Source: an optimization exercise on an open RTL-to-GDS flow (aim: small area, a short achievable clock period and few clock cycles per item). Production flows keep margins and buffers that such runs may drop.
RTL that was checked went through simulation tests only; none was proved equivalent to the original.
Only the layout flow was run in runs 1 and 2; the RTL was not checked for function there.
Power figures rest on the tool's default switching activity, not on a simulated workload.

==> flow/design.v <==
`timescale 1ns/100ps
`default_nettype none
module rr_picker (
    input  wire  [8-1:0]               call_vld_i,
    input  wire  [8*$clog2(4)-1:0]   child_i,
    input  wire  [4-1:0]              child_rdy_i,
    input  wire  [8-1:0]               mask_i,
    output logic                                 any_o,
    output logic [8-1:0]               grant_o
);
    localparam int NP = 8;
    logic [NP-1:0] elig;
    logic [NP-1:0] kill;
    logic [4-1:0] dec [NP];
    always_comb begin
        for (int p = 0; p < NP; p++) begin
            for (int c = 0; c < 4; c++) begin
                dec[p][c] = call_vld_i[p] & (child_i[p*$clog2(4) +: $clog2(4)] == $clog2(4)'(c));
            end
            elig[p] = (dec[p] & child_rdy_i) != '0;
        end
    end
    always_comb begin
        for (int p = 0; p < NP; p++) begin
            kill[p] = 1'b0;
            for (int q = 0; q < NP; q++) begin
                if (q < p) begin
                    kill[p] = kill[p] | (elig[q] & ~(~mask_i[q] & mask_i[p]));
                end else if (q > p) begin
                    kill[p] = kill[p] | (elig[q] & mask_i[q] & ~mask_i[p]);
                end
            end
            grant_o[p] = elig[p] & ~kill[p];
        end
    end
    assign any_o = elig != '0;
endmodule
`default_nettype wire
`timescale 1ns/100ps
`default_nettype none
module call_dispatch (
    input  wire  [8-1:0]               call_vld_i,
    input  wire  [8*$clog2(4)-1:0]   child_i,
    input  wire  [4-1:0]              child_rdy_i,
    input  wire  [8-1:0]               mask_i,
    output logic                                 any_o,
    output logic [8-1:0]               grant_o
);
    localparam int NP = 8;
    logic [NP-1:0] elig;
    logic [NP-1:0] kill;
    logic [4-1:0] dec [NP];
    always_comb begin
        for (int p = 0; p < NP; p++) begin
            for (int c = 0; c < 4; c++) begin
                dec[p][c] = call_vld_i[p] & (child_i[p*$clog2(4) +: $clog2(4)] == $clog2(4)'(c));
            end
            elig[p] = (dec[p] & child_rdy_i) != '0;
        end
    end
    always_comb begin
        for (int p = 0; p < NP; p++) begin
            kill[p] = 1'b0;
            for (int q = 0; q < NP; q++) begin
                if (q < p) begin
                    kill[p] = kill[p] | (elig[q] & ~(~mask_i[q] & mask_i[p]));
                end else if (q > p) begin
                    kill[p] = kill[p] | (elig[q] & mask_i[q] & ~mask_i[p]);
                end
            end
            grant_o[p] = elig[p] & ~kill[p];
        end
    end
    assign any_o = elig != '0;
endmodule
`default_nettype wire
`timescale 1ns/100ps
`default_nettype none
module call_arbiter (
    input  wire                                  clk,
    input  wire                                  rstn,
    input  wire  [8-1:0]               call_vld_i,
    input  wire  [8*($clog2(4) + $clog2(4) + 1 + 16 + 2 * 16)-1:0]     call_req_i,
    output logic [8-1:0]               call_rdy_o,
    input  wire  [4-1:0]              child_rdy_i,
    output logic                                 call_vld_o,
    output logic [($clog2(8) + ($clog2(4) + $clog2(4) + 1 + 16 + 2 * 16))-1:0]                 call_o
);
    localparam int NP = 8;
    logic [NP*$clog2(4)-1:0]  child;
    logic [NP-1:0]              grant;
    logic                       any;
    logic [NP-1:0]              mask;
    logic [NP-1:0]              mask_next;
    logic [($clog2(8) + ($clog2(4) + $clog2(4) + 1 + 16 + 2 * 16))-1:0]       sel;
    always_comb begin
        for (int p = 0; p < NP; p++) begin
            child[p*$clog2(4) +: $clog2(4)] =
                call_req_i[p*($clog2(4) + $clog2(4) + 1 + 16 + 2 * 16) + (($clog2(4) + $clog2(4) + 1 + 16 + 2 * 16) - $clog2(4)) +: $clog2(4)];
        end
    end
    rr_picker i_pick_rdy (
        .call_vld_i (call_vld_i),
        .child_i    (child),
        .child_rdy_i(child_rdy_i),
        .mask_i     (mask),
        .any_o      (),
        .grant_o    (call_rdy_o)
    );
    call_dispatch i_pick (
        .call_vld_i (call_vld_i),
        .child_i    (child),
        .child_rdy_i(child_rdy_i),
        .mask_i     (mask),
        .any_o      (any),
        .grant_o    (grant)
    );
    always_comb begin
        sel = '0;
        for (int p = 0; p < NP; p++) begin
            sel = sel | ({($clog2(8) + ($clog2(4) + $clog2(4) + 1 + 16 + 2 * 16)){grant[p]}} &
                         {$clog2(8)'(p), call_req_i[p*($clog2(4) + $clog2(4) + 1 + 16 + 2 * 16) +: ($clog2(4) + $clog2(4) + 1 + 16 + 2 * 16)]});
        end
    end
    always_comb begin
        for (int q = 0; q < NP; q++) begin
            mask_next[q] = 1'b0;
            for (int p = 0; p < q; p++) begin
                mask_next[q] = mask_next[q] | grant[p];
            end
        end
    end
    always_ff @(posedge clk or negedge rstn) begin
        if (!rstn) begin
            call_vld_o <= 1'b0;
            mask       <= '0;
        end else begin
            call_vld_o <= any;
            if (any) begin
                mask <= mask_next;
            end
        end
    end
    always_ff @(posedge clk) begin
        call_o <= sel;
    end
endmodule
`default_nettype wire
==> flow/flow/run.sh <==
#!/bin/bash
# The standard layout (standard.sh), with two changes:
# - synthesis maps the rr_picker module (the pick behind call_rdy_o) with a
#   delay-oriented ABC script, see my_synth.tcl; all else as standard
# - port buffers are plain buf_1 cells instead of the delay cells that
#   buffer_ports picks by default
set -euo pipefail
export BUFFER_PORTS_ARGS="-buffer_cell sky130_fd_sc_hd__buf_1"
sed "s#SYNTH_SCRIPT=[^ ]*#SYNTH_SCRIPT=$PWD/flow/my_synth.tcl#" standard.sh > own_standard.sh
grep -q "SYNTH_SCRIPT=$PWD/flow/my_synth.tcl" own_standard.sh
bash own_standard.sh > flow_make.log 2>&1
==> flow/flow/fast.script <==
strash
dch
map -p
buffer -c
topo
stime -c
upsize -c
dnsize -c
==> flow/flow/my_synth.tcl <==
# The standard synthesis (synth_recipe.tcl, sourced unchanged), except that
# ABC first maps the round-robin pick module with a delay-oriented script;
# the second call then maps the rest as the standard synthesis does
set own_dir [file dirname [file normalize [info script]]]
set fast_script [file join $own_dir fast.script]
proc abc {args} {
  set i [lsearch -exact $args -script]
  set fast_args [lreplace $args [expr {$i + 1}] [expr {$i + 1}] $::fast_script]
  yosys abc {*}$fast_args rr_picker
  yosys abc {*}$args
}
source [file join [file dirname $own_dir] synth_recipe.tcl]
==> flow/standard.sh <==
#!/bin/bash
# synth_recipe.tcl (not shown) runs the flow's synth.tcl, then flattens the netlist and writes it again
# the make line also repeats each setting of config.mk as NAME=value (left out here)
make -C /OpenROAD-flow-scripts/flow DESIGN_CONFIG=/design/flow/config.mk WORK_HOME=/design/flow/orfs CLKGATE_MAP_FILE= SYNTH_SCRIPT=/design/flow/synth_recipe.tcl "${@:-finish}"
==> flow/config.mk <==
export PLATFORM = sky130hd
export DESIGN_NAME = call_arbiter
export DESIGN_NICKNAME = call_arbiter
export VERILOG_FILES = /design/flow/design.v
export SDC_FILE = /design/flow/constraint.sdc
export NUM_CORES = 4
export LEC_CHECK = 0
export CAP_MARGIN = 20
export CORE_AREA = 2.5 2.5 177.5 177.5
export DIE_AREA = 0 0 180 180
export SETUP_SLACK_MARGIN = 1.3
export SLEW_MARGIN = 20
export SYNTH_HIERARCHICAL = 1
export TNS_END_PERCENT = 0
==> flow/constraint.sdc <==
create_clock -name core_clock -period 4.0 [get_ports {clk}]
set_input_delay 0.8000 -clock core_clock [delete_from_list [all_inputs] [get_ports {clk}]]
set_output_delay 0.8000 -clock core_clock [all_outputs]
set_load 0.01 [all_outputs]
==> qor.csv, run 1 <==
metric,value,unit
detail_route.wirelength,36000,um
h_tree_depth,3,
clk_path_buf_depth,2,
die_w,180,um
place_congestion,0.967,
route.detailed.wl_per_inst,23.5,um
areaGrowthSynthToFinish,60.4,%
max_ir_drop_vdd,0.218,mV
crit_family,compound AO/OA/AOI/OAI gates,
layout.filler_cells,3407,
tritoncts_num_sinks,64,
worstPathBufferInverterCount,2,
global_route.usage.met1,24.2,%
grt_pass1_vias,7819,
globalRouteMet3Util,5.77,%
drt.antenna.violating_nets,0,
worst_flop_to_flop_path_startpoint,mask[6],
unrepaired_setup_endpoints_after_global_routing,yes,
fin_crit_period,2.96,ns
boundaryPins,503,
clkPwrFrac,22.8,%
cts_buffers,9,
finalSetupViolations,0,
finalClockSkew,0.0130,ns
antenna_found_initial,19,
gr-max-usage-layer,met2,
global_route.overflow_total,0,
synthCells,616,
yosys_warnings,11,
cts_hold_buf,0,
critical_path_peak_fanout,28,
critPathLaunchType,primary input,
pwr_dens,437,nW/um^2
critical_path.most_common_cell,sky130_fd_sc_hd__nand2_1,
clkTransAtPathRegs,0.07,ns
r2r_end,call_o[11],
max_cap_violations,0,
final.period_utilization,74.0,%
gr-usage-all-layers,20.5,%
coreArea,30300,sq um
layout.cells.non_filler,1530,
detail_route.drc_violations,0,
timing.final.hold_violations,0,
type_of_the_worst_min_delay_path,in2async,
pwr-share-comb,46.7,%
timing.reg2reg.setup_slack,1.26,ns
drive_above_1_share,10.8,%
initialDrtViolationCount,702,
skew_pair_late_insertion_delay,0.34,ns
grtUsageMet2,35.1,%
sort_of_element_at_the_end_of_the_critical_path,flop,
power_report.internal_total,1.98,mW
timing.setup.critical_path_class,in2reg,
fin_nets,1563,
initial_standard_cell_utilization_of_the_core,16.7,%
cts_tree,done,
fin_tns_setup,0,ns
routed_via_density,5.24,
grt_max_degree,34,
final_util,26.7,%
outcome,no timing/DRC/antenna violations,
switching_share,44.2,%
synth_area_per_cell,8.22,sq um
critical_path_cell_by_cell,buf_1 -> nand2_1 -> o22ai_1 -> nand2_1 -> a32oi_1 -> nor2_4 -> buf_4 -> a22oi_1 -> nand4_1,
worstMarginPinSlew,0.638,ns
synth_area,5060,sq um
floorplan.die.height,180,um
slew_viol_final,0,
crit_arrival,3.16,ns
crit_path_top_delay_cell,sky130_fd_sc_hd__o22ai_1,
post-dp-hpwl,28400,um
grt_first_pass_wirelength,49800,um
via_count,8010,
required_time_of_the_worst_setup_path,4.20,ns
relSlewSlack,57.5,%
timing.fmax,338,MHz
worst-r2r-cell-count,8,
p_sw,1.57,mW
floorplan.die_area,32400,sq um
place.port_buffers,502,
sequentialPowerShare,30.5,%
post-place-cells,1488,
cellLeakagePower,2.68,nW
drt_pre_antenna_iters,5,
placementRows,64,
clk_root_buffer_cell,sky130_fd_sc_hd__clkbuf_16,
max_stage_delay,0.50,ns
==> worst max path at each step <==
stage,from,to,cells after the start
floorplan,call_req_i[316],call_o[30],9
global placement,child_rdy_i[2],call_o[15],9
detailed placement,child_rdy_i[2],call_o[15],9
CTS,child_rdy_i[1],call_rdy_o[6],9
global route,child_rdy_i[3],call_rdy_o[0],8
finish,call_vld_i[1],call_o[11],9
==> worst register-to-register path: cells and delay by family (launching register included) <==
| family | cells | cell delay, ns |
|---|---|---|
| DFF | 1 | 0.55 |
| buffers and inverters | 2 | 0.38 |
| AOI/OAI and AO/OA | 2 | 0.85 |
| and+or+nand+nor | 4 | 0.82 |
==> power groups by stage <==
| stage | clock, mW | sequential [mW] | combinational, mW |
|---|---|---|---|
| after floorplan | 0 | 1.15 | 0.724 |
| after global routing | 0.865 | 1.10 | 1.79 |
| final | 0.808 | 1.08 | 1.66 |
| after detailed placement | 0 | 1.09 | 1.59 |
| after CTS | 0.842 | 1.08 | 1.64 |
| after global placement | 0 | 1.09 | 1.56 |
==> routing by layer <==
layer,wire [um],vias up
met5,136,-
met4,1510,22
met3,3910,99
met2,17100,578
met1,13300,3718
li1,-,3593
==> flip-flops by register name, summed over array words and instances, names as in the netlist <==
signal	count
mask	7
call_o	56
call_vld_o	1
==> final cells by class <==
class | instances | area, sq um | area share (%)
repair buffers | 544 | 2410 | 29.7
diodes | 4 | 10.0 | 0.123
clock inverters | 6 | 42.5 | 0.524
multi-input cells | 480 | 3500 | 43.1
clock buffers | 10 | 239 | 2.94
well taps | 396 | 495 | 6.10
inverters | 26 | 101 | 1.25
flip-flops and latches | 64 | 1320 | 16.3
==> timing repair <==
| item | CTS | global route |
|---|---|---|
| cloned | 1 | 1 |
| endpoints found under the setup margin | 71 | 71 |
| pin swaps | 15 | 13 |
| resized for setup | 56 | 11 |
| buffers inserted | 11 | 9 |
==> stage by stage <==
stage | worst slack (ns) | hold slack, ns | power (mW) | area, sq um
2_1_floorplan | 1.31 | 0.504 | 1.87 | 5080
3_3_place_gp | 0.340 | 0.678 | 2.65 | 7470
3_5_place_dp | 0.267 | 0.678 | 2.67 | 7470
4_1_cts | 1.11 | 0.401 | 3.55 | 8000
5_1_grt | 1.03 | 0.414 | 3.76 | 8120
6_report | 1.04 | 0.393 | 3.54 | 8120
==> placed cells by master, fill, tap and decap left out, types with 5 or more instances in the layout <==
cell	n
sky130_fd_sc_hd__nor2_1	16
sky130_fd_sc_hd__conb_1	7
sky130_fd_sc_hd__a21oi_1	9
sky130_fd_sc_hd__dfxtp_1	56
sky130_fd_sc_hd__o21ai_0	7
sky130_fd_sc_hd__buf_6	5
sky130_fd_sc_hd__nand2_1	28
sky130_fd_sc_hd__a22oi_1	215
sky130_fd_sc_hd__clkbuf_16	9
sky130_fd_sc_hd__buf_4	32
sky130_fd_sc_hd__a22oi_2	5
sky130_fd_sc_hd__dfrtp_1	8
sky130_fd_sc_hd__a31oi_1	5
sky130_fd_sc_hd__buf_2	15
sky130_fd_sc_hd__nand4_1	96
sky130_fd_sc_hd__inv_1	24
sky130_fd_sc_hd__mux2i_1	13
sky130_fd_sc_hd__nand2b_1	8
sky130_fd_sc_hd__buf_12	10
sky130_fd_sc_hd__nand3_1	14
sky130_fd_sc_hd__buf_1	476
==> inputs of run 2 (changes only) <==
--- a/flow/flow/run.sh
+++ b/flow/flow/run.sh
@@ -1,6 +1,7 @@
 #!/bin/bash
 # The standard layout (standard.sh), with two changes:
-# - synthesis maps the rr_picker module (the pick behind call_rdy_o) with a
-#   delay-oriented ABC script, see my_synth.tcl; all else as standard
+# - synthesis maps the rr_picker and call_dispatch modules (the picks behind
+#   call_rdy_o and call_o) with a delay-oriented ABC script, see my_synth.tcl;
+#   all else as standard
 # - port buffers are plain buf_1 cells instead of the delay cells that
 #   buffer_ports picks by default
==> flow/flow/my_synth.tcl (replaced) <==
# The standard synthesis (synth_recipe.tcl, sourced unchanged), except that
# ABC first maps the two round-robin pick modules (rr_picker, which drives
# call_rdy_o, and call_dispatch, which drives call_o) with a delay-oriented
# script; the second call then maps the rest as the standard synthesis does
set own_dir [file dirname [file normalize [info script]]]
set fast_script [file join $own_dir fast.script]
proc abc {args} {
  set i [lsearch -exact $args -script]
  set fast_args [lreplace $args [expr {$i + 1}] [expr {$i + 1}] $::fast_script]
  foreach m {rr_picker call_dispatch} {
    yosys abc {*}$fast_args $m
  }
  yosys abc {*}$args
}
source [file join [file dirname $own_dir] synth_recipe.tcl]
==> run 2 against run 1 <==
- sequential share of layout area shrank 0.74 points
- utilization increased by 1.3 points
- sequential cell count stayed put
- maximum frequency rose by 2.1%
- setup slack improved by 0.062 ns
- largest cell class unchanged
- via count increased by 6.8%
- area after synthesis grew 4.8%
- non-clock buffer count rose by 2
- sequential power rose by 4%
- largest power group unchanged
- cell area grew 4.8%
==> qor.csv, run 2 <==
metric,value,unit
grt_pass1_vias,8301,
finalSetupViolations,0,
post-place-cells,1541,
floorplan.die_area,32400,sq um
crit_family,buffers and inverters,
grt_max_degree,36,
layout.cells.non_filler,1591,
post-dp-hpwl,32100,um
route.detailed.wl_per_inst,25.1,um
placementRows,64,
max_ir_drop_vdd,0.261,mV
place.port_buffers,502,
pwr_dens,455,nW/um^2
floorplan.die.height,180,um
initial_standard_cell_utilization_of_the_core,17.5,%
die_w,180,um
layout.filler_cells,3394,
clk_root_buffer_cell,sky130_fd_sc_hd__clkbuf_16,
synth_area_per_cell,7.90,sq um
fin_tns_setup,0,ns
max_cap_violations,0,
largest_register_ffs,56,
dpl-instance-area,7680,sq um
slew_viol_final,0,
detail_route.wirelength,39900,um
synth_area,5300,sq um
via_count,8555,
yosys_warnings,11,
routed_via_density,5.38,
detail_route.drc_violations,0,
worst-r2r-cell-count,7,
timing.final.hold_violations,0,
synthCells,671,
fin_crit_period,2.90,ns
areaGrowthSynthToFinish,60.4,%
initialDrtViolationCount,880,
gr-usage-all-layers,23.1,%
registers.top_by_ff_count,call_o,
worstMarginPinSlew,0.560,ns
type_of_the_worst_min_delay_path,in2async,
crit_path_top_delay_cell,sky130_fd_sc_hd__nand4_1,
detailedPlace.worstSlack,0.357,ns
critical_path_cell_by_cell,buf_12 -> nand4_1 -> nand4_1 -> buf_4 -> a21oi_2 -> nand4_1 -> a21oi_1 -> buf_2,
setup_slack,1.10,ns
finalClockSkew,0.00858,ns
layout_commonest_cell,sky130_fd_sc_hd__buf_1,
multiInputGateArea,3650,sq um
h_tree_depth,3,
biggestRegsByFlops,"call_o: 56 flops, mask: 7 flops, call_vld_o: 1 flops",
worstPathBufferInverterCount,3,
final.period_utilization,72.4,%
fin_nets,1618,
layout.cell_area.non_filler,8510,sq um
cts_tree,done,
clkTransAtPathRegs,0.05,ns
timing.fmax,345,MHz
fin_worst_hold_slack,0.379,ns
grt_first_pass_wirelength,55400,um
drt.antenna.violating_nets,0,
antenna_found_initial,30,
cts_buffers,9,
timing.setup.critical_path_class,in2out,
critical_path.most_common_cell,sky130_fd_sc_hd__nand4_1,
tritoncts_num_sinks,64,
final_util,28.0,%
coreArea,30300,sq um
crit_path_depth,8,
critPathLaunchType,primary input,
boundaryPins,503,
cts_hold_buf,0,
sort_of_element_at_the_end_of_the_critical_path,primary output,
max_stage_delay,0.31,ns
cellLeakagePower,2.86,nW
skew_pair_late_insertion_delay,0.34,ns
unrepaired_setup_endpoints_after_global_routing,yes,
required_time_of_the_worst_setup_path,3.20,ns
global_route.overflow_total,0,
critical_path_peak_fanout,18,
top_library_cells_by_usage_in_the_layout_fill_and_taps_aside,"sky130_fd_sc_hd__buf_1 (467), sky130_fd_sc_hd__a22oi_1 (216), sky130_fd_sc_hd__nand4_1 (135), sky130_fd_sc_hd__dfxtp_1 (56), sky130_fd_sc_hd__inv_1 (42)",
clk_path_buf_depth,2,
seq_area,1320,sq um
fin_total_pwr,3.87,mW
drt_pre_antenna_iters,6,
crit_arrival,2.10,ns
drive_above_1_share,11.5,%
place_congestion,1.01,
outcome,no timing/DRC/antenna violations,
relSlewSlack,62.7,%
[run 2: layout make-up]
class	instances	area share (%)
Timing Repair Buffer	546	29.4
Clock buffer	9	2.65
Antenna cell	10	0.294
Sequential cell	64	15.5
Multi-Input combinational cell	512	42.9
Clock inverter	7	1.29
Inverter	47	2.10
Tap cell	396	5.83
[run 2: repair_timing]
action / 4_1_cts / 5_1_grt
pin swaps: 5 / 29
cloned: 0 / 3
resized for setup: 30 / 97
endpoints found under the setup margin: 71 / 70
setup buffers: 9 / 12
[run 2: metal layers]
metal	GRT usage [%]	vias up	routed length [um]
li1	-	3801	-
met1	27.2	4082	15500
met2	39.2	548	18900
met3	7.01	98	3680
met4	9.57	26	1630
met5	0	-	169
[run 2: report_power, final]
| group | internal (mW) | switching [mW] |
|---|---|---|
| sequential | 0.920 | 0.203 |
| combinational | 0.680 | 1.12 |
| clock | 0.605 | 0.334 |
[run 2: path summary, 6_finish.rpt]
kind / slack (ns) / to / startpoint
max: 1.10 / call_rdy_o[6] / child_rdy_i[0]
min: 0.38 / call_vld_o / rstn
max reg2reg: 1.79 / call_o[8] / mask[1]
min reg2reg: 0.77 / mask[5] / mask[5]
max in group asynchronous: 3.31 / mask[6] / rstn
min in group core_clock: 0.68 / call_o[25] / call_req_i[184]
==> inputs of run 3 (changes only) <==
--- a/flow/design.v
+++ b/flow/design.v
@@ -12,4 +12,6 @@
     logic [NP-1:0] elig;
     logic [NP-1:0] kill;
+    logic [NP-1:0] mask;
+    assign mask = {mask_i[NP-1:1], 1'b0};
     logic [4-1:0] dec [NP];
     always_comb begin
@@ -26,7 +28,7 @@
             for (int q = 0; q < NP; q++) begin
                 if (q < p) begin
-                    kill[p] = kill[p] | (elig[q] & ~(~mask_i[q] & mask_i[p]));
+                    kill[p] = kill[p] | (elig[q] & ~(~mask[q] & mask[p]));
                 end else if (q > p) begin
-                    kill[p] = kill[p] | (elig[q] & mask_i[q] & ~mask_i[p]);
+                    kill[p] = kill[p] | (elig[q] & mask[q] & ~mask[p]);
                 end
             end
@@ -50,4 +52,6 @@
     logic [NP-1:0] elig;
     logic [NP-1:0] kill;
+    logic [NP-1:0] mask;
+    assign mask = {mask_i[NP-1:1], 1'b0};
     logic [4-1:0] dec [NP];
     always_comb begin
@@ -64,7 +68,7 @@
             for (int q = 0; q < NP; q++) begin
                 if (q < p) begin
-                    kill[p] = kill[p] | (elig[q] & ~(~mask_i[q] & mask_i[p]));
+                    kill[p] = kill[p] | (elig[q] & ~(~mask[q] & mask[p]));
                 end else if (q > p) begin
-                    kill[p] = kill[p] | (elig[q] & mask_i[q] & ~mask_i[p]);
+                    kill[p] = kill[p] | (elig[q] & mask[q] & ~mask[p]);
                 end
             end
--- a/flow/config.mk
+++ b/flow/config.mk
@@ -9,5 +9,5 @@
 export CORE_AREA = 2.5 2.5 177.5 177.5
 export DIE_AREA = 0 0 180 180
-export SETUP_SLACK_MARGIN = 1.3
+export SETUP_SLACK_MARGIN = 1.7
 export SLEW_MARGIN = 20
 export SYNTH_HIERARCHICAL = 1
==> run 3 against run 2 <==
- still clean on timing, DRC and antenna
- total power increased by 5.2%
- clock skew increased by 0.0042 ns
- clock power decreased by 9.4%
- sequential power increased by 6%
- cell area decreased by 0.62%
- combinational power increased by 13%
- die area unchanged
- register-to-register slack got worse by 0.25 ns
- clock-buffer cell count increased by 3
- setup slack improved by 0.029 ns
- hold slack improved by 0.0028 ns
- first-iteration DRC count decreased by 6.1%
==> qor.csv, run 3 <==
metric,value,unit
relSlewSlack,51.1,%
via_count,8386,
detailedPlace.worstSlack,0.259,ns
cts_tree,done,
routed_via_density,5.37,
drt.antenna.violating_nets,0,
crit_arrival,2.07,ns
finalSetupViolations,0,
initial_standard_cell_utilization_of_the_core,17.3,%
global_route.overflow_total,0,
boundaryPins,503,
outcome,no timing/DRC/antenna violations,
post-dp-hpwl,29800,um
detail_route.drc_violations,0,
pwr_dens,481,nW/um^2
final_util,27.9,%
areaGrowthSynthToFinish,60.9,%
worstMarginPinSlew,0.732,ns
skew_pair_late_insertion_delay,0.34,ns
layout_commonest_cell,sky130_fd_sc_hd__buf_1,
layout.filler_cells,3331,
setup_slack,1.13,ns
timing.fmax,349,MHz
antenna_found_initial,27,
coreArea,30300,sq um
timing.final.hold_violations,0,
initialDrtViolationCount,826,
max_ir_drop_vdd,0.191,mV
tritoncts_num_sinks,64,
fin_nets,1591,
synth_area_per_cell,8.19,sq um
cts_buffers,9,
grt_max_degree,35,
fin_tns_setup,0,ns
max_cap_violations,0,
die_w,180,um
synth_area,5260,sq um
h_tree_depth,3,
top_library_cells_by_usage_in_the_layout_fill_and_taps_aside,"sky130_fd_sc_hd__buf_1 (468), sky130_fd_sc_hd__a22oi_1 (216), sky130_fd_sc_hd__nand4_1 (127), sky130_fd_sc_hd__dfxtp_1 (56), sky130_fd_sc_hd__buf_4 (47)",
floorplan.die.height,180,um
route.detailed.wl_per_inst,24.6,um
endpoint_of_the_most_critical_setup_path,call_rdy_o[5],
type_of_the_worst_min_delay_path,in2async,
largest_register_ffs,56,
biggestRegsByFlops,"call_o: 56 flops, mask: 7 flops, call_vld_o: 1 flops",
final.period_utilization,71.7,%
clkTransAtPathRegs,0.07,ns
worst-r2r-cell-count,6,
clk_path_buf_depth,2,
required_time_of_the_worst_setup_path,3.20,ns
floorplan.die_area,32400,sq um
fin_worst_hold_slack,0.382,ns
critical_path_peak_fanout,8,
timing.reg2reg.setup_slack,1.54,ns
registers.top_by_ff_count,call_o,
r2r_end,call_o[32],
gr-usage-all-layers,22.4,%
grt_first_pass_wirelength,53700,um
critPathLaunchType,primary input,
grt_pass1_vias,8189,
yosys_warnings,11,
detail_route.wirelength,38400,um
worst_flop_to_flop_path_startpoint,mask[7],
finalClockSkew,0.0127,ns
clk_root_buffer_cell,sky130_fd_sc_hd__clkbuf_16,
unrepaired_setup_endpoints_after_global_routing,yes,
cellLeakagePower,2.89,nW
slew_viol_final,0,
cts_hold_buf,0,
worst_setup_path_startpoint,call_req_i[423],
sort_of_element_at_the_end_of_the_critical_path,primary output,
place.port_buffers,502,
timing.setup.critical_path_class,in2out,
fin_crit_period,2.87,ns
drive_above_1_share,14.5,%
placementRows,64,
drt_pre_antenna_iters,5,
synthCells,642,
place_congestion,0.976,
-- run 3: worst min-delay path by stage --
stage | startpoint | to | slack (ns) | cells past startpoint
floorplan | rstn | call_vld_o | 0.50 | 0
global placement | mask[5] | mask[5] | 0.67 | 2
detailed placement | mask[5] | mask[5] | 0.69 | 2
CTS | rstn | mask[2] | 0.39 | 1
global route | rstn | mask[2] | 0.40 | 1
finish | rstn | mask[2] | 0.38 | 1
-- run 3: per-layer routing --
layer	wire length [um]	global-route usage (%)
met5	240	0
met4	1500	8.47
met1	14000	25.7
met3	5050	9.83
met2	17600	36.7
-- run 3: through the flow --
stage / total power [mW] / instance area [sq um] / instances
floorplan: 2.15 / 5270 / 642
finish: 4.07 / 8450 / 1561
global placement: 3.04 / 7590 / 1505
detailed placement: 3.05 / 7590 / 1505
global route: 4.29 / 8450 / 1558
CTS: 4.06 / 8360 / 1544
-- run 3: report_power, final --
| part | switching, mW | internal [mW] | total (mW) |
|---|---|---|---|
| Clock | 0.337 | 0.514 | 0.851 |
| Sequential | 0.223 | 0.962 | 1.19 |
| Combinational | 1.28 | 0.755 | 2.03 |
| Total | 1.84 | 2.23 | 4.07 |
-- run 3: cell type report --
type	count	area, sq um	area share, %
inverters	47	181	2.15
multi-input cells	476	3600	42.6
well taps	396	495	5.86
clock inverters	3	42.5	0.503
repair buffers	555	2540	30.0
diodes	8	20.0	0.237
flip-flops and latches	64	1320	15.6
clock buffers	12	256	3.03
-- run 3: timing repair --
item                       CTS  global route
buffers inserted            21             9
pin swaps                   33            12
cloned                       3             0
setup endpoints to repair   71            72
resized for setup           92             3
-- run 3: worst max-delay path, cell delays in order --
cell                      delay (ns)
sky130_fd_sc_hd__buf_1          0.13
sky130_fd_sc_hd__buf_6          0.16
sky130_fd_sc_hd__inv_1          0.07
sky130_fd_sc_hd__nand4_1        0.07
sky130_fd_sc_hd__nand4_1        0.10
sky130_fd_sc_hd__a22oi_2        0.24
sky130_fd_sc_hd__nand4_1        0.17
sky130_fd_sc_hd__a21oi_2        0.18
sky130_fd_sc_hd__buf_2          0.15
Testbench counts of run 3, summed over its fixed seeds: cycles 3,319, calls 3,072.
==> inputs of run 4 (changes only) <==
==> flow/flow/fast.script (replaced) <==
strash
dch
map -p
mfs2
strash
dch
map -p
buffer -c
topo
stime -c
upsize -c
dnsize -c
--- a/flow/config.mk
+++ b/flow/config.mk
@@ -9,5 +9,5 @@
 export CORE_AREA = 2.5 2.5 177.5 177.5
 export DIE_AREA = 0 0 180 180
-export SETUP_SLACK_MARGIN = 1.7
+export SETUP_SLACK_MARGIN = 1.3
 export SLEW_MARGIN = 20
 export SYNTH_HIERARCHICAL = 1
==> run 4 against run 3 <==
- maximum frequency increased by 2.1%
- register-to-register slack improved by 0.09 ns
- utilization decreased by 1.0 points
- total power decreased by 4.3%
- wire length decreased by 5.3%
- critical path type unchanged
- critical endpoint is now call_rdy_o[1]
==> qor.csv, run 4 <==
metric,value,unit
yosys_warnings,11,
timing.fmax,356,MHz
initial_standard_cell_utilization_of_the_core,16.6,%
h_tree_depth,3,
max_cap_violations,0,
antenna_found_initial,28,
tritoncts_num_sinks,64,
synth_area_per_cell,8.06,sq um
floorplan.die_area,32400,sq um
fin_total_pwr,3.89,mW
setup_slack,1.19,ns
drt.antenna.violating_nets,0,
grt_pass1_vias,7685,
post-dp-hpwl,29700,um
detailedPlace.worstSlack,0.698,ns
top_library_cells_by_usage_in_the_layout_fill_and_taps_aside,"sky130_fd_sc_hd__buf_1 (470), sky130_fd_sc_hd__a22oi_1 (215), sky130_fd_sc_hd__nand4_1 (113), sky130_fd_sc_hd__dfxtp_1 (56), sky130_fd_sc_hd__inv_1 (37)",
fin_crit_period,2.81,ns
type_of_the_worst_min_delay_path,in2async,
layout_commonest_cell,sky130_fd_sc_hd__buf_1,
worst_flop_to_flop_path_startpoint,mask[7],
worstPathBufferInverterCount,3,
grt_first_pass_wirelength,51100,um
drive_above_1_share,12.2,%
drt_pre_antenna_iters,5,
max_stage_delay,0.20,ns
outcome,no timing/DRC/antenna violations,
largest_register_ffs,56,
crit_path_top_delay_cell,sky130_fd_sc_hd__a22oi_2,
die_w,180,um
pwr_dens,478,nW/um^2
cts_buffers,9,
synth_area,5030,sq um
routed_via_density,5.23,
skew_pair_late_insertion_delay,0.34,ns
critical_path_cell_by_cell,buf_1 -> nand4_1 -> nand4_4 -> a22oi_2 -> buf_4 -> nand2_2 -> o21ai_2 -> buf_2,
cts_hold_buf,0,
slew_viol_final,0,
max_ir_drop_vdd,0.187,mV
clk_path_buf_depth,2,
via_count,7991,
place_congestion,0.979,
floorplan.die.height,180,um
timing.reg2reg.setup_slack,1.63,ns
fin_tns_setup,0,ns
detail_route.wirelength,36400,um
finalSetupViolations,0,
crit_family,buffers and inverters,
boundaryPins,503,
synthCells,624,
timing.setup.critical_path_class,in2out,
clkTransAtPathRegs,0.06,ns
gr-usage-all-layers,21.2,%
clk_root_buffer_cell,sky130_fd_sc_hd__clkbuf_16,
areaGrowthSynthToFinish,61.8,%
critical_path_peak_fanout,8,
registers.top_by_ff_count,call_o,
final.period_utilization,70.2,%
place.port_buffers,502,
sort_of_element_at_the_end_of_the_critical_path,primary output,
detail_route.drc_violations,0,
route.detailed.wl_per_inst,23.8,um
biggestRegsByFlops,"call_o: 56 flops, mask: 7 flops, call_vld_o: 1 flops",
worst-r2r-cell-count,8,
relSlewSlack,62.8,%
unrepaired_setup_endpoints_after_global_routing,yes,
initialDrtViolationCount,708,
cellLeakagePower,2.71,nW
coreArea,30300,sq um
required_time_of_the_worst_setup_path,3.20,ns
placementRows,64,
fin_nets,1557,
global_route.overflow_total,0,
finalClockSkew,0.00938,ns
critPathLaunchType,primary input,
crit_arrival,2.01,ns
r2r_end,call_o[15],
grt_max_degree,57,
worstMarginPinSlew,0.544,ns
cts_tree,done,
timing.final.hold_violations,0,
[run 4: where the power goes]
group | internal (mW) | switching [mW] | total, mW
clock | 0.500 | 0.330 | 0.830
combinational | 0.714 | 1.19 | 1.90
sequential | 0.961 | 0.199 | 1.16
total | 2.18 | 1.72 | 3.89
[run 4: cell type report]
cell class	instances	area, sq um
antenna	8	20.0
clock buffer	11	243
inverter	41	154
clock inverter	5	56.3
tap	396	495
timing repair buffer	537	2400
multi-input combinational	466	3450
fill	3364	22200
sequential	64	1320
[run 4: metrics by stage]
| stage | cell area [sq um] | hold WS, ns | cells | util, % |
|---|---|---|---|---|
| after detailed placement | 7410 | 0.640 | 1491 | 24.4 |
| after global placement | 7410 | 0.631 | 1491 | 24.4 |
| after global routing | 8130 | 0.396 | 1524 | 26.8 |
| after floorplan | 5030 | 0.504 | 624 | - |
| after CTS | 8080 | 0.382 | 1518 | 26.6 |
| final | 8140 | 0.384 | 1528 | 26.8 |
[run 4: per-layer routing]
layer,GRT usage [%],wire (um),up-vias
met4,5.70,823,24
met2,34.5,16800,565
met3,7.72,4310,71
met1,26.5,14300,3747
met5,0,170,-
li1,-,-,3584
[run 4: worst register-to-register path: stages (launching register included)]
cell                      delay, ns
sky130_fd_sc_hd__dfrtp_1       0.50
sky130_fd_sc_hd__inv_1         0.18
sky130_fd_sc_hd__a31oi_1       0.07
sky130_fd_sc_hd__a22oi_2       0.30
sky130_fd_sc_hd__nand2_1       0.16
sky130_fd_sc_hd__nor3b_4       0.22
sky130_fd_sc_hd__buf_4         0.41
sky130_fd_sc_hd__a22oi_1       0.32
sky130_fd_sc_hd__nand4_1       0.15
[run 4: repair_timing]
item                       in CTS  in global routing
setup endpoints to repair      68                 68
resized for setup              91                  9
pin swaps                      37                 17
buffers inserted                9                  2
cloned                          2                  0
[run 4: worst max-delay path by stage]
stage                    startpoint       endpoint  slack (ns)  cells past startpoint
floorplan            child_rdy_i[0]  call_rdy_o[6]        1.46                      6
global placement     child_rdy_i[2]      call_o[6]        0.73                      9
detailed placement   child_rdy_i[1]     call_o[42]        0.70                      9
CTS                  child_rdy_i[2]  call_rdy_o[6]        1.24                      7
global route        call_req_i[369]  call_rdy_o[5]        1.12                      8
finish                call_vld_i[5]  call_rdy_o[1]        1.19                      8
==> inputs of run 5 (changes only) <==
==> flow/flow/fast.script (replaced) <==
strash
dch
map -p
buffer -c
topo
stime -c
upsize -c
dnsize -c
==> run 5 against run 4 <==
- via count increased by 2.8%
- synthesized cell count increased by 2.9%
- register-to-register slack about the same
- global-route usage increased by 0.55 points
- hold slack improved by 0.010 ns
- sequential share of layout area decreased by 0.18 points
- die area unchanged
- critical path type unchanged
- clock skew decreased by 0.00064 ns
- utilization increased by 0.31 points
- area after synthesis increased by 4.4%
- final cell count increased by 0.72%
- total power increased by 3.1%
==> qor.csv, run 5 <==
metric,value,unit
cellLeakagePower,2.74,nW
finalSetupViolations,0,
skew_pair_late_insertion_delay,0.34,ns
cts_tree,done,
floorplan.die_area,32400,sq um
grt_max_degree,58,
clk_path_buf_depth,2,
top_library_cells_by_usage_in_the_layout_fill_and_taps_aside,"sky130_fd_sc_hd__buf_1 (479), sky130_fd_sc_hd__a22oi_1 (216), sky130_fd_sc_hd__nand4_1 (127), sky130_fd_sc_hd__dfxtp_1 (56), sky130_fd_sc_hd__inv_1 (43)",
sort_of_element_at_the_end_of_the_critical_path,primary output,
synth_area,5260,sq um
detail_route.wirelength,37400,um
timing.final.hold_violations,0,
biggestRegsByFlops,"call_o: 56 flops, mask: 7 flops, call_vld_o: 1 flops",
layout.cell_area.non_filler,8230,sq um
placementRows,64,
post-place-cells,1505,
global_route.overflow_total,0,
unrepaired_setup_endpoints_after_global_routing,yes,
max_cap_violations,0,
route.detailed.wl_per_inst,24.3,um
place_congestion,0.955,
initialDrtViolationCount,711,
finalClockSkew,0.00874,ns
tritoncts_num_sinks,64,
detail_route.drc_violations,0,
coreArea,30300,sq um
clkTransAtPathRegs,0.06,ns
yosys_warnings,11,
slew_viol_final,0,
dpl-instance-area,7620,sq um
drt.antenna.violating_nets,0,
areaGrowthSynthToFinish,56.7,%
critical_path_peak_fanout,6,
layout_commonest_cell,sky130_fd_sc_hd__buf_1,
cts_buffers,9,
h_tree_depth,3,
clk_root_buffer_cell,sky130_fd_sc_hd__clkbuf_16,
relSlewSlack,58.7,%
crit_arrival,2.11,ns
drt_pre_antenna_iters,8,
setup_slack,1.09,ns
type_of_the_worst_min_delay_path,in2async,
final_util,27.1,%
die_w,180,um
floorplan.die.height,180,um
required_time_of_the_worst_setup_path,3.20,ns
drive_above_1_share,11.9,%
synth_area_per_cell,8.19,sq um
max_ir_drop_vdd,0.182,mV
fin_tns_setup,0,ns
outcome,no timing/DRC/antenna violations,
detailedPlace.worstSlack,0.277,ns
boundaryPins,503,
fin_worst_hold_slack,0.394,ns
registers.top_by_ff_count,call_o,
routed_via_density,5.34,
layout.cells.non_filler,1539,
worstMarginPinSlew,0.619,ns
fin_total_pwr,4.01,mW
grt_pass1_vias,8024,
gr-usage-all-layers,21.7,%
fin_crit_period,2.91,ns
timing.setup.critical_path_class,in2out,
timing.fmax,343,MHz
via_count,8217,
synthCells,642,
fin_nets,1572,
pwr_dens,487,nW/um^2
final.period_utilization,72.9,%
critPathLaunchType,primary input,
antenna_found_initial,16,
grt_first_pass_wirelength,52900,um
place.port_buffers,502,
initial_standard_cell_utilization_of_the_core,17.3,%
largest_register_ffs,56,
post-dp-hpwl,29000,um
## run 5: repair_timing
item                       in CTS  in global routing
hold buffers                    0                  0
buffers inserted               11                  1
resized for setup              43                 14
setup endpoints to repair      69                 69
pin swaps                      12                  7
cloned                          2                  0
## run 5: layout make-up
| type | count | area, sq um |
|---|---|---|
| fillers | 3380 | 22100 |
| multi-input cells | 476 | 3620 |
| repair buffers | 536 | 2300 |
| flip-flops and latches | 64 | 1320 |
| well taps | 396 | 495 |
| clock buffers | 11 | 243 |
| inverters | 47 | 181 |
| clock inverters | 5 | 56.3 |
| diodes | 4 | 10.0 |
## run 5: worst max-delay path, stage by stage
cell and delay [ns]:
sky130_fd_sc_hd__buf_4 0.14, sky130_fd_sc_hd__buf_6 0.13, sky130_fd_sc_hd__nand4_1 0.10, sky130_fd_sc_hd__nand4_4 0.22, sky130_fd_sc_hd__nor2_4 0.17, sky130_fd_sc_hd__nand3_2 0.11, sky130_fd_sc_hd__a211oi_2 0.27, sky130_fd_sc_hd__buf_2 0.17
## run 5: final timing paths
check                                 from            end  slack (ns)  cells after the start
hold / removal                        rstn     call_vld_o        0.39                      1
min in group core_clock    call_req_i[188]     call_o[29]        0.68                      3
hold reg to reg                    mask[3]        mask[3]        0.74                      2
setup / recovery            child_rdy_i[2]  call_rdy_o[6]        1.09                      8
setup reg to reg                   mask[7]     call_o[41]        1.63                      6
max in group asynchronous             rstn        mask[7]        3.27                      1
## run 5: metal layers
layer	GRT usage (%)	up-vias	wire, um
li1	-	3664	-
met4	7.12	20	1050
met5	0	-	138
met2	37.1	567	17800
met1	26.3	3907	14400
met3	6.24	59	3970
## run 5: report_power, final
part	switching, mW	internal (mW)
Sequential	0.204	0.961
Combinational	1.28	0.732
Clock	0.337	0.500
==> inputs of run 6 (changes only) <==
--- a/flow/design.v
+++ b/flow/design.v
@@ -2,44 +2,4 @@
 `default_nettype none
 module rr_picker (
-    input  wire  [8-1:0]               call_vld_i,
-    input  wire  [8*$clog2(4)-1:0]   child_i,
-    input  wire  [4-1:0]              child_rdy_i,
-    input  wire  [8-1:0]               mask_i,
-    output logic                                 any_o,
-    output logic [8-1:0]               grant_o
-);
-    localparam int NP = 8;
-    logic [NP-1:0] elig;
-    logic [NP-1:0] kill;
-    logic [NP-1:0] mask;
-    assign mask = {mask_i[NP-1:1], 1'b0};
-    logic [4-1:0] dec [NP];
-    always_comb begin
-        for (int p = 0; p < NP; p++) begin
-            for (int c = 0; c < 4; c++) begin
-                dec[p][c] = call_vld_i[p] & (child_i[p*$clog2(4) +: $clog2(4)] == $clog2(4)'(c));
-            end
-            elig[p] = (dec[p] & child_rdy_i) != '0;
-        end
-    end
-    always_comb begin
-        for (int p = 0; p < NP; p++) begin
-            kill[p] = 1'b0;
-            for (int q = 0; q < NP; q++) begin
-                if (q < p) begin
-                    kill[p] = kill[p] | (elig[q] & ~(~mask[q] & mask[p]));
-                end else if (q > p) begin
-                    kill[p] = kill[p] | (elig[q] & mask[q] & ~mask[p]);
-                end
-            end
-            grant_o[p] = elig[p] & ~kill[p];
-        end
-    end
-    assign any_o = elig != '0;
-endmodule
-`default_nettype wire
-`timescale 1ns/100ps
-`default_nettype none
-module call_dispatch (
     input  wire  [8-1:0]               call_vld_i,
     input  wire  [8*$clog2(4)-1:0]   child_i,
@@ -104,13 +64,5 @@
         end
     end
-    rr_picker i_pick_rdy (
-        .call_vld_i (call_vld_i),
-        .child_i    (child),
-        .child_rdy_i(child_rdy_i),
-        .mask_i     (mask),
-        .any_o      (),
-        .grant_o    (call_rdy_o)
-    );
-    call_dispatch i_pick (
+    rr_picker i_pick (
         .call_vld_i (call_vld_i),
         .child_i    (child),
@@ -120,4 +72,5 @@
         .grant_o    (grant)
     );
+    assign call_rdy_o = grant;
     always_comb begin
         sel = '0;
--- a/flow/flow/run.sh
+++ b/flow/flow/run.sh
@@ -1,7 +1,7 @@
 #!/bin/bash
 # The standard layout (standard.sh), with two changes:
-# - synthesis maps the rr_picker and call_dispatch modules (the picks behind
-#   call_rdy_o and call_o) with a delay-oriented ABC script, see my_synth.tcl;
-#   all else as standard
+# - synthesis maps the rr_picker module (the pick behind call_rdy_o and
+#   call_o) with a delay-oriented ABC script, see my_synth.tcl; all else as
+#   standard
 # - port buffers are plain buf_1 cells instead of the delay cells that
 #   buffer_ports picks by default
==> flow/flow/fast.script (replaced) <==
strash
dch
map -p
mfs2
strash
dch
map -p
buffer -c
topo
stime -c
upsize -c
dnsize -c
==> flow/flow/my_synth.tcl (replaced) <==
# The standard synthesis (synth_recipe.tcl, sourced unchanged), except that
# ABC first maps the round-robin pick module (rr_picker, which drives
# call_rdy_o and the call_o multiplexer) with a delay-oriented script; the
# second call then maps the rest as the standard synthesis does
set own_dir [file dirname [file normalize [info script]]]
set fast_script [file join $own_dir fast.script]
proc abc {args} {
  set i [lsearch -exact $args -script]
  set fast_args [lreplace $args [expr {$i + 1}] [expr {$i + 1}] $::fast_script]
  yosys abc {*}$fast_args rr_picker
  yosys abc {*}$args
}
source [file join [file dirname $own_dir] synth_recipe.tcl]
==> run 6 against run 5 <==
- still clean on timing, DRC and antenna
- area after synthesis fell by 18%
- clock power shrank 7.4%
- non-clock buffer count is 6 lower
- combinational power is 13% lower
- total power shrank 9.9%
- setup slack improved by 0.013 ns
- global-route usage fell by 4.8 points
- maximum frequency is 0.44% higher
- synthesized cell count shrank 20%
==> qor.csv, run 6 <==
metric,value,unit
initial_standard_cell_utilization_of_the_core,14.3,%
die_w,180,um
layout.cell_area.non_filler,7320,sq um
critPathLaunchType,primary input,
worstMarginPinSlew,0.848,ns
antenna_found_initial,11,
timing.reg2reg.setup_slack,1.40,ns
fin_nets,1442,
grtUsageMet2,27.6,%
floorplan.die_area,32400,sq um
route.detailed.wl_per_inst,20.7,um
place_congestion,0.956,
clk_path_buf_depth,2,
r2r_end,call_o[26],
worst-r2r-cell-count,8,
areaGrowthSynthToFinish,69.0,%
coreArea,30300,sq um
via_count,6826,
detail_route.drc_violations,0,
largest_register_ffs,56,
synth_area_per_cell,8.42,sq um
skew_pair_late_insertion_delay,0.34,ns
globalRouteMet3Util,5.23,%
critical_path_peak_fanout,6,
drt_pre_antenna_iters,7,
fin_crit_period,2.90,ns
fin_total_pwr,3.61,mW
fin_tns_setup,0,ns
timing.setup.critical_path_class,in2out,
post-dp-hpwl,22400,um
layout.filler_cells,3387,
setup_slack,1.10,ns
detailedPlace.worstSlack,0.784,ns
layout_commonest_cell,sky130_fd_sc_hd__buf_1,
crit_path_top_delay_cell,sky130_fd_sc_hd__a22oi_2,
initialDrtViolationCount,467,
yosys_warnings,9,
clk_root_buffer_cell,sky130_fd_sc_hd__clkbuf_16,
max_ir_drop_vdd,0.204,mV
cellLeakagePower,2.35,nW
cts_buffers,9,
routed_via_density,4.84,
timing.fmax,345,MHz
synthCells,514,
registers.top_by_ff_count,call_o,
drt.antenna.violating_nets,0,
sort_of_element_at_the_end_of_the_critical_path,primary output,
place.port_buffers,502,
dpl-instance-area,6660,sq um
synth_area,4330,sq um
placementRows,64,
worstPathBufferInverterCount,2,
critical_path_cell_by_cell,buf_4 -> a21boi_2 -> a21oi_2 -> a22oi_2 -> nand4_1 -> a21oi_4 -> buf_6,
finalSetupViolations,0,
finalClockSkew,0.0118,ns
post-place-cells,1372,
grt_first_pass_wirelength,41500,um
worst_flop_to_flop_path_startpoint,mask[7],
fin_worst_hold_slack,0.367,ns
max_cap_violations,0,
relSlewSlack,43.4,%
type_of_the_worst_min_delay_path,in2async,
floorplan.die.height,180,um
gr-usage-all-layers,16.9,%
timing.final.hold_violations,0,
layout.cells.non_filler,1409,
boundaryPins,503,
detail_route.wirelength,29200,um
global_route.overflow_total,0,
drive_above_1_share,10.6,%
final_util,24.1,%
final.period_utilization,72.5,%
gr-max-usage-layer,met2,
required_time_of_the_worst_setup_path,3.20,ns
biggestRegsByFlops,"call_o: 56 flops, mask: 7 flops, call_vld_o: 1 flops",
crit_family,compound AO/OA/AOI/OAI gates,
max_stage_delay,0.33,ns
slew_viol_final,0,
cts_tree,done,
global_route.usage.met1,20.8,%
grt_max_degree,58,
outcome,no timing/DRC/antenna violations,
h_tree_depth,3,
grt_pass1_vias,6785,
top_library_cells_by_usage_in_the_layout_fill_and_taps_aside,"sky130_fd_sc_hd__buf_1 (474), sky130_fd_sc_hd__a22oi_1 (213), sky130_fd_sc_hd__nand4_1 (83), sky130_fd_sc_hd__dfxtp_1 (56), sky130_fd_sc_hd__buf_4 (28)",
tritoncts_num_sinks,64,
crit_arrival,2.10,ns
clkTransAtPathRegs,0.06,ns
pwr_dens,494,nW/um^2
unrepaired_setup_endpoints_after_global_routing,yes,
[run 6: worst max-delay path by stage]
stage	startpoint	end	slack (ns)	cells past startpoint
2_1_floorplan	child_rdy_i[0]	call_rdy_o[1]	1.40	6
3_3_place_gp	child_rdy_i[1]	call_o[26]	0.81	9
3_5_place_dp	child_rdy_i[2]	call_o[29]	0.78	9
4_1_cts	child_rdy_i[2]	call_rdy_o[4]	1.12	7
5_1_grt	call_req_i[316]	call_rdy_o[2]	1.02	8
6_report	call_req_i[423]	call_rdy_o[5]	1.10	7
[run 6: routing by layer]
metal / vias to the layer above / wire length [um]
li1: 3139 / -
met1: 3169 / 11400
met2: 454 / 13500
met3: 58 / 3160
met4: 6 / 1000
met5: - / 43
[run 6: final cells by class]
class	count	area (sq um)	area share, %
timing repair buffer	530	2280	31.2
antenna	5	12.5	0.171
sequential	64	1320	18.1
tap	396	495	6.77
clock inverter	3	17.5	0.239
multi-input combinational	378	2850	39.0
inverter	21	78.8	1.08
clock buffer	12	256	3.51
[run 6: report_power, final]
part           internal (mW)  switching [mW]  total (mW)
clock                  0.449           0.326       0.775
sequential             0.962           0.143        1.10
combinational          0.651            1.08        1.74
total                   2.06            1.55        3.61
[run 6: repair_timing]
action	in CTS	in global routing
pin swaps	29	19
gates cloned	0	0
buffers inserted	12	5
resized for setup	62	20
hold buffers	0	0
endpoints found under the setup margin	58	68
hold endpoints to repair	0	0
[run 6: worst reg2reg max path, cell delays in order, from the launching register on]
cell and delay (ns):
sky130_fd_sc_hd__dfrtp_1 0.43, sky130_fd_sc_hd__inv_1 0.15, sky130_fd_sc_hd__a31oi_1 0.07, sky130_fd_sc_hd__a22oi_2 0.31
sky130_fd_sc_hd__nand4_1 0.21, sky130_fd_sc_hd__a21oi_4 0.20, sky130_fd_sc_hd__buf_4 0.67, sky130_fd_sc_hd__a22oi_1 0.34
sky130_fd_sc_hd__nand4_1 0.16
Testbench counts of run 6, summed over its fixed seeds: cycles 3,319, calls 3,072.
==> inputs of run 7 (changes only) <==
==> flow/flow/fast.script (replaced) <==
strash
dch
map -p
buffer -c
topo
stime -c
upsize -c
dnsize -c
==> run 7 against run 6 <==
- combinational power about the same
- critical path type unchanged
- sequential share of layout area decreased by 0.52 points
- wire length increased by 5.4%
- maximum frequency rose by 2.6%
- cell area rose by 3.0%
- clock skew increased by 0.0017 ns
- total power is 6.5% higher
==> qor.csv, run 7 <==
metric,value,unit
die_w,180,um
finalClockSkew,0.0135,ns
timing.reg2reg.setup_slack,1.64,ns
sequentialPowerShare,29.3,%
initialDrtViolationCount,617,
routedLengthMet1,11800,um
yosys_warnings,9,
synth_area,4440,sq um
relSlewSlack,45.9,%
multiInputGateArea,2910,sq um
areaGrowthSynthToFinish,69.7,%
seq_area,1320,sq um
crit_arrival,2.03,ns
fin_crit_period,2.83,ns
max_ir_drop_vdd,0.187,mV
critical_path_peak_fanout,5,
worstMarginPinSlew,0.811,ns
biggestRegsByFlops,"call_o: 56 flops, mask: 7 flops, call_vld_o: 1 flops",
critPathLaunchType,primary input,
post-dp-hpwl,23800,um
global_route.overflow_total,0,
boundaryPins,503,
initial_standard_cell_utilization_of_the_core,14.6,%
r2r_end,call_o[46],
max_cap_violations,0,
place_congestion,0.974,
type_of_the_worst_min_delay_path,in2async,
required_time_of_the_worst_setup_path,3.20,ns
routed_via_density,5.07,
timing.setup.critical_path_class,in2out,
registers.top_by_ff_count,call_o,
p_sw,1.61,mW
h_tree_depth,3,
place.port_buffers,502,
finalSetupViolations,0,
worst-r2r-cell-count,7,
synthCells,523,
pwr-share-comb,45.6,%
placementRows,64,
detailroute.wirelength.met2,13900,um
fin_nets,1449,
fin_tns_setup,0,ns
cts_hold_buf,0,
skew_pair_late_insertion_delay,0.35,ns
final_util,24.8,%
drive_above_1_share,11.9,%
via_count,7189,
detail_route.drc_violations,0,
clkTransAtPathRegs,0.07,ns
power_report.internal_total,2.24,mW
gr-usage-all-layers,17.5,%
floorplan.die_area,32400,sq um
timing.fmax,353,MHz
cts_buffers,9,
pwr_dens,511,nW/um^2
outcome,no timing/DRC/antenna violations,
detailroute.wirelength.met3,3790,um
tritoncts_num_sinks,64,
clk_path_buf_depth,2,
top_library_cells_by_usage_in_the_layout_fill_and_taps_aside,"sky130_fd_sc_hd__buf_1 (469), sky130_fd_sc_hd__a22oi_1 (213), sky130_fd_sc_hd__nand4_1 (90), sky130_fd_sc_hd__dfxtp_1 (56), sky130_fd_sc_hd__buf_4 (30)",
cts_tree,done,
topRoutingLayerUsed,met5,
cellLeakagePower,2.47,nW
route.detailed.wl_per_inst,21.6,um
detail_route.wirelength,30700,um
sort_of_element_at_the_end_of_the_critical_path,primary output,
switching_share,41.9,%
unrepaired_setup_endpoints_after_global_routing,yes,
grt_max_degree,58,
drt.antenna.violating_nets,0,
antenna_found_initial,15,
grt_first_pass_wirelength,43300,um
clk_root_buffer_cell,sky130_fd_sc_hd__clkbuf_16,
slew_viol_final,0,
timing.final.hold_violations,0,
grt_pass1_vias,6967,
worst_flop_to_flop_path_startpoint,mask[7],
floorplan.die.height,180,um
coreArea,30300,sq um
largest_register_ffs,56,
drt_pre_antenna_iters,6,
clkPwrFrac,25.1,%
layout.filler_cells,3378,
final.period_utilization,70.7,%
layout_commonest_cell,sky130_fd_sc_hd__buf_1,
synth_area_per_cell,8.49,sq um
run 7: timing repair:
action                     CTS  global route
cloned                       1             0
pin swaps                   46            17
gates resized for setup     98            11
setup endpoints to repair   66            67
buffers inserted            11             4
run 7: worst max-delay path by stage:
stage | cells past startpoint | slack, ns | startpoint | to
CTS | 7 | 1.20 | child_rdy_i[0] | call_rdy_o[0]
detailed placement | 10 | 0.77 | call_req_i[422] | call_o[32]
global placement | 10 | 0.81 | call_req_i[422] | call_o[32]
floorplan | 6 | 1.39 | child_rdy_i[2] | call_rdy_o[0]
finish | 8 | 1.17 | call_req_i[370] | call_rdy_o[3]
global route | 8 | 1.11 | call_req_i[369] | call_rdy_o[0]
run 7: layer usage:
layer	vias up	track usage [%]
met5	-	0
met4	12	7.28
met1	3371	21.2
li1	3177	-
met2	546	27.8
met3	83	6.81
run 7: per-stage QoR:
stage | instance area (sq um) | hold WS [ns] | setup slack, ns | std cells | power (mW)
floorplan | 4440 | 0.504 | 1.39 | 523 | 2.00
global placement | 6710 | 0.574 | 0.814 | 1380 | 2.75
detailed placement | 6710 | 0.592 | 0.767 | 1380 | 2.78
CTS | 7420 | 0.368 | 1.20 | 1408 | 3.86
global route | 7530 | 0.389 | 1.11 | 1418 | 4.09
finish | 7530 | 0.371 | 1.17 | 1419 | 3.85
run 7: power groups by stage:
stage	sequential, mW	combinational [mW]	clock, mW
after floorplan	1.24	0.759	0
after global placement	1.13	1.63	0
after detailed placement	1.13	1.65	0
after CTS	1.12	1.72	1.02
after global routing	1.16	1.89	1.04
final	1.13	1.76	0.967
run 7: worst max-delay path: stages:
cell	delay [ns]
sky130_fd_sc_hd__buf_4	0.10
sky130_fd_sc_hd__inv_1	0.06
sky130_fd_sc_hd__nand4_1	0.12
sky130_fd_sc_hd__nand4_4	0.15
sky130_fd_sc_hd__a22oi_2	0.23
sky130_fd_sc_hd__nand4_1	0.21
sky130_fd_sc_hd__a21oi_4	0.20
sky130_fd_sc_hd__buf_2	0.15
run 7: area by class of cell:
cell class / count / share of cell area [%]
Tap cell: 396 / 6.58
Sequential cell: 64 / 17.5
Antenna cell: 7 / 0.233
Inverter: 24 / 1.26
Timing Repair Buffer: 530 / 31.1
Multi-Input combinational cell: 382 / 38.7
Clock buffer: 12 / 3.69
Clock inverter: 4 / 0.963
==> inputs of run 8 (changes only) <==
==> flow/flow/fast.script (replaced) <==
strash
dch
map -p
mfs2
strash
dch
map -p
buffer -c
topo
stime -c
upsize -c
dnsize -c
--- a/flow/config.mk
+++ b/flow/config.mk
@@ -8,5 +8,7 @@
 export CAP_MARGIN = 20
 export CORE_AREA = 2.5 2.5 177.5 177.5
+export CTS_BUF_LIST = sky130_fd_sc_hd__clkbuf_8
 export DIE_AREA = 0 0 180 180
+export PLACE_DENSITY = 0.9
 export SETUP_SLACK_MARGIN = 1.3
 export SLEW_MARGIN = 20
==> run 8 against run 7 <==
- sequential share of layout area grew 0.53 points
- utilization decreased by 0.72 points
- setup slack worse by 0.058 ns
- global-route usage down 0.85 points
==> qor.csv, run 8 <==
metric,value,unit
critical_path_peak_fanout,4,
skew_pair_late_insertion_delay,0.37,ns
place_congestion,0.923,
areaGrowthSynthToFinish,69.0,%
finalSetupViolations,0,
final.period_utilization,72.2,%
placementRows,64,
pwr_dens,473,nW/um^2
crit_arrival,2.09,ns
unrepaired_setup_endpoints_after_global_routing,yes,
sort_of_element_at_the_end_of_the_critical_path,primary output,
outcome,no timing/DRC/antenna violations,
timing.final.hold_violations,0,
critPathLaunchType,primary input,
synth_area,4330,sq um
routed_via_density,5.10,
grt_max_degree,58,
seq_area,1320,sq um
p_sw,1.54,mW
critical_path.most_common_cell,sky130_fd_sc_hd__nand4_1,
layout.filler_cells,3317,
detail_route.wirelength,29300,um
yosys_warnings,9,
timing.reg2reg.setup_slack,1.49,ns
global_route.overflow_total,0,
routedLengthMet1,10600,um
floorplan.die_area,32400,sq um
detail_route.drc_violations,0,
r2r_end,call_o[42],
worst-r2r-cell-count,9,
clkTransAtPathRegs,0.08,ns
fin_crit_period,2.89,ns
drt.antenna.violating_nets,0,
grt_first_pass_wirelength,41000,um
antenna_found_initial,12,
power_report.internal_total,1.92,mW
type_of_the_worst_min_delay_path,in2async,
timing.setup.critical_path_class,in2out,
relSlewSlack,46.7,%
critical_path_cell_by_cell,buf_1 -> nand4_1 -> nand4_2 -> buf_4 -> o21ai_0 -> nand4_1 -> a21oi_4 -> buf_6,
clkPwrFrac,16.7,%
detailroute.wirelength.met2,13200,um
setup_slack,1.11,ns
max_stage_delay,0.19,ns
largest_register_ffs,56,
switching_share,44.5,%
slew_viol_final,0,
pwr-share-comb,51.4,%
cellLeakagePower,2.35,nW
worst_setup_path_startpoint,call_vld_i[6],
synthCells,514,
registers.top_by_ff_count,call_o,
multiInputGateArea,2850,sq um
synth_area_per_cell,8.42,sq um
sequentialPowerShare,31.9,%
max_ir_drop_vdd,0.162,mV
detailedPlace.worstSlack,0.756,ns
finalClockSkew,0.00909,ns
grt_pass1_vias,6757,
post-place-cells,1373,
clk_path_buf_depth,2,
endpoint_of_the_most_critical_setup_path,call_rdy_o[7],
cts_tree,done,
drt_pre_antenna_iters,6,
layout_commonest_cell,sky130_fd_sc_hd__buf_1,
layout.cells.non_filler,1414,
via_count,7215,
cts_buffers,9,
worstMarginPinSlew,0.799,ns
max_cap_violations,0,
top_library_cells_by_usage_in_the_layout_fill_and_taps_aside,"sky130_fd_sc_hd__buf_1 (472), sky130_fd_sc_hd__a22oi_1 (212), sky130_fd_sc_hd__nand4_1 (83), sky130_fd_sc_hd__dfxtp_1 (56), sky130_fd_sc_hd__buf_4 (31)",
fin_tns_setup,0,ns
detailroute.wirelength.met3,3960,um
timing.fmax,346,MHz
biggestRegsByFlops,"call_o: 56 flops, mask: 7 flops, call_vld_o: 1 flops",
fin_worst_hold_slack,0.325,ns
gr-usage-all-layers,16.7,%
route.detailed.wl_per_inst,20.7,um
floorplan.die.height,180,um
fin_nets,1445,
h_tree_depth,3,
crit_path_top_delay_cell,sky130_fd_sc_hd__a21oi_4,
worst_flop_to_flop_path_startpoint,mask[7],
drive_above_1_share,11.5,%
place.port_buffers,502,
initialDrtViolationCount,958,
coreArea,30300,sq um
clk_root_buffer_cell,sky130_fd_sc_hd__clkbuf_8,
post-dp-hpwl,22800,um
initial_standard_cell_utilization_of_the_core,14.3,%
tritoncts_num_sinks,64,
topRoutingLayerUsed,met5,
die_w,180,um
boundaryPins,503,
required_time_of_the_worst_setup_path,3.20,ns
run 8: metal layers:
layer  vias to the layer above  global-route usage, %
met4                         8                   8.16
met2                       634                   26.6
li1                       3151                      -
met1                      3320                   19.6
met3                       102                   6.50
met5                         -                      0
run 8: power by group through the flow:
stage	Sequential [mW]	Clock [mW]	Combinational [mW]
floorplan	1.23	0	0.745
global placement	1.11	0	1.60
detailed placement	1.11	0	1.64
CTS	1.10	0.611	1.68
global route	1.14	0.639	1.90
finish	1.10	0.579	1.78
run 8: worst max-delay path: cells and delay by family:
| kind | cells | cell delay, ns |
|---|---|---|
| AND/OR/NAND/NOR | 3 | 0.47 |
| AO/OA/AOI/OAI | 2 | 0.37 |
| buffers and inverters | 3 | 0.44 |
run 8: how the worst min path moves through the flow:
stage / from / end / slack (ns) / depth (start not counted)
6_report: rstn / mask[4] / 0.32 / 1
5_1_grt: rstn / call_vld_o / 0.33 / 1
4_1_cts: rstn / call_vld_o / 0.31 / 1
3_5_place_dp: mask[1] / mask[1] / 0.57 / 1
3_3_place_gp: mask[1] / mask[1] / 0.53 / 1
2_1_floorplan: rstn / call_vld_o / 0.50 / 0
run 8: area by class of cell:
class,instances,share of cell area [%]
antenna,7,0.239
clock buffer,13,2.45
clock inverter,2,0.171
inverter,21,1.15
multi-input combinational,378,39.0
sequential,64,18.1
tap,396,6.77
timing repair buffer,533,32.2
run 8: through the flow:
step	power (mW)	area [sq um]	util, %
global route	3.69	7310	24.1
finish	3.46	7310	24.1
detailed placement	2.75	6640	21.9
CTS	3.39	7060	23.3
floorplan	1.98	4330	-
global placement	2.70	6640	21.9
run 8: what timing repair did:
item | in CTS | in global routing
resized for setup | 55 | 49
gates cloned | 0 | 0
pin swaps | 24 | 31
hold buffers | 0 | 0
endpoints found under the setup margin | 13 | 16
setup buffers | 9 | 10
==> inputs of run 9 (changes only) <==
--- a/flow/config.mk
+++ b/flow/config.mk
@@ -10,5 +10,4 @@
 export CTS_BUF_LIST = sky130_fd_sc_hd__clkbuf_8
 export DIE_AREA = 0 0 180 180
-export PLACE_DENSITY = 0.9
 export SETUP_SLACK_MARGIN = 1.3
 export SLEW_MARGIN = 20
==> run 9 against run 8 <==
- setup slack worse by 0.023 ns
- utilization is 0.33 points lower
- critical endpoint is now call_rdy_o[5]
- clock-buffer cell count is 2 lower
- highest routed layer unchanged
==> qor.csv, run 9 <==
metric,value,unit
outcome,no timing/DRC/antenna violations,
worst_flop_to_flop_path_startpoint,mask[7],
pwr_dens,470,nW/um^2
h_tree_depth,3,
critPathLaunchType,primary input,
finalClockSkew,0.0172,ns
routedLengthMet1,11400,um
initial_standard_cell_utilization_of_the_core,14.3,%
drt.antenna.violating_nets,0,
sort_of_element_at_the_end_of_the_critical_path,primary output,
die_w,180,um
fin_nets,1442,
placementRows,64,
critical_path_peak_fanout,6,
layout.filler_cells,3398,
cellLeakagePower,2.30,nW
cts_hold_buf,0,
topRoutingLayerUsed,met5,
multiInputGateArea,2850,sq um
detail_route.wirelength,29100,um
skew_pair_late_insertion_delay,0.37,ns
timing.setup.critical_path_class,in2out,
type_of_the_worst_min_delay_path,in2async,
top_library_cells_by_usage_in_the_layout_fill_and_taps_aside,"sky130_fd_sc_hd__buf_1 (474), sky130_fd_sc_hd__a22oi_1 (213), sky130_fd_sc_hd__nand4_1 (83), sky130_fd_sc_hd__dfxtp_1 (56), sky130_fd_sc_hd__buf_4 (28)",
routed_via_density,4.86,
grt_first_pass_wirelength,41500,um
place_congestion,0.956,
cts_tree,done,
max_cap_violations,0,
unrepaired_setup_endpoints_after_global_routing,yes,
boundaryPins,503,
synthCells,514,
relSlewSlack,42.8,%
clk_root_buffer_cell,sky130_fd_sc_hd__clkbuf_8,
timing.final.hold_violations,0,
coreArea,30300,sq um
layout_commonest_cell,sky130_fd_sc_hd__buf_1,
clk_path_buf_depth,2,
detailedPlace.worstSlack,0.784,ns
place.port_buffers,502,
detailroute.wirelength.met2,13500,um
gr-usage-all-layers,16.9,%
r2r_end,call_o[26],
timing.fmax,344,MHz
floorplan.die.height,180,um
areaGrowthSynthToFinish,66.7,%
biggestRegsByFlops,"call_o: 56 flops, mask: 7 flops, call_vld_o: 1 flops",
initialDrtViolationCount,480,
tritoncts_num_sinks,64,
largest_register_ffs,56,
fin_tns_setup,0,ns
clkTransAtPathRegs,0.08,ns
synth_area_per_cell,8.42,sq um
yosys_warnings,9,
antenna_found_initial,12,
max_ir_drop_vdd,0.204,mV
fin_crit_period,2.91,ns
slew_viol_final,0,
drt_pre_antenna_iters,7,
worstMarginPinSlew,0.858,ns
setup_slack,1.09,ns
worst-r2r-cell-count,8,
required_time_of_the_worst_setup_path,3.20,ns
cts_buffers,9,
detail_route.drc_violations,0,
synth_area,4330,sq um
via_count,6847,
route.detailed.wl_per_inst,20.7,um
finalSetupViolations,0,
registers.top_by_ff_count,call_o,
post-dp-hpwl,22400,um
grt_max_degree,58,
crit_arrival,2.11,ns
grt_pass1_vias,6777,
seq_area,1320,sq um
detailroute.wirelength.met3,3200,um
floorplan.die_area,32400,sq um
drive_above_1_share,10.6,%
final.period_utilization,72.8,%
global_route.overflow_total,0,
timing.reg2reg.setup_slack,1.37,ns
[run 9: metal layers]
metal | global-route usage [%] | vias up
met3 | 5.53 | 58
met4 | 6.58 | 8
met1 | 20.6 | 3190
met2 | 27.6 | 456
li1 | - | 3135
met5 | 0 | -
[run 9: cell type report]
cell class / instances / share of cell area [%]
diodes: 5 / 0.173
clock buffers: 11 / 2.10
clock inverters: 4 / 0.295
inverters: 21 / 1.09
multi-input cells: 378 / 39.5
flip-flops and latches: 64 / 18.3
well taps: 396 / 6.87
repair buffers: 530 / 31.7
[run 9: how the worst max path moves through the flow]
| stage | from | end | slack, ns |
|---|---|---|---|
| final | call_vld_i[6] | call_rdy_o[5] | 1.09 |
| after global routing | call_req_i[316] | call_rdy_o[2] | 1.02 |
| after CTS | child_rdy_i[2] | call_rdy_o[4] | 1.12 |
| after detailed placement | child_rdy_i[2] | call_o[29] | 0.78 |
| after global placement | child_rdy_i[1] | call_o[26] | 0.81 |
| after floorplan | child_rdy_i[0] | call_rdy_o[1] | 1.40 |
[run 9: power by group]
group | internal [mW] | switching [mW] | leakage [nW]
Sequential | 0.960 | 0.140 | 0.565
Clock | 0.252 | 0.299 | 0.0924
Combinational | 0.651 | 1.08 | 1.65
[run 9: timing repair]
action,CTS,global route
endpoints found under the setup margin,18,67
gates resized for setup,62,20
hold endpoints to repair,0,0
buffers inserted,12,5
pin swaps,29,19
[run 9: worst max-delay path, cell delays in order]
cell and delay, ns:
sky130_fd_sc_hd__clkbuf_2 0.11, sky130_fd_sc_hd__nand4_1 0.10, sky130_fd_sc_hd__nand4_2 0.15, sky130_fd_sc_hd__a22oi_2 0.32
sky130_fd_sc_hd__nand4_1 0.26, sky130_fd_sc_hd__a21oi_4 0.24, sky130_fd_sc_hd__buf_6 0.13
[run 9: stage by stage]
step | power (mW) | util [%] | area, sq um | instances | hold WS (ns)
3_5_place_dp | 2.77 | 21.9 | 6660 | 1372 | 0.528
2_1_floorplan | 1.98 | - | 4330 | 514 | 0.504
3_3_place_gp | 2.76 | 21.9 | 6660 | 1372 | 0.527
4_1_cts | 3.40 | 23.4 | 7110 | 1399 | 0.306
5_1_grt | 3.63 | 23.8 | 7210 | 1406 | 0.333
6_report | 3.39 | 23.8 | 7220 | 1409 | 0.339
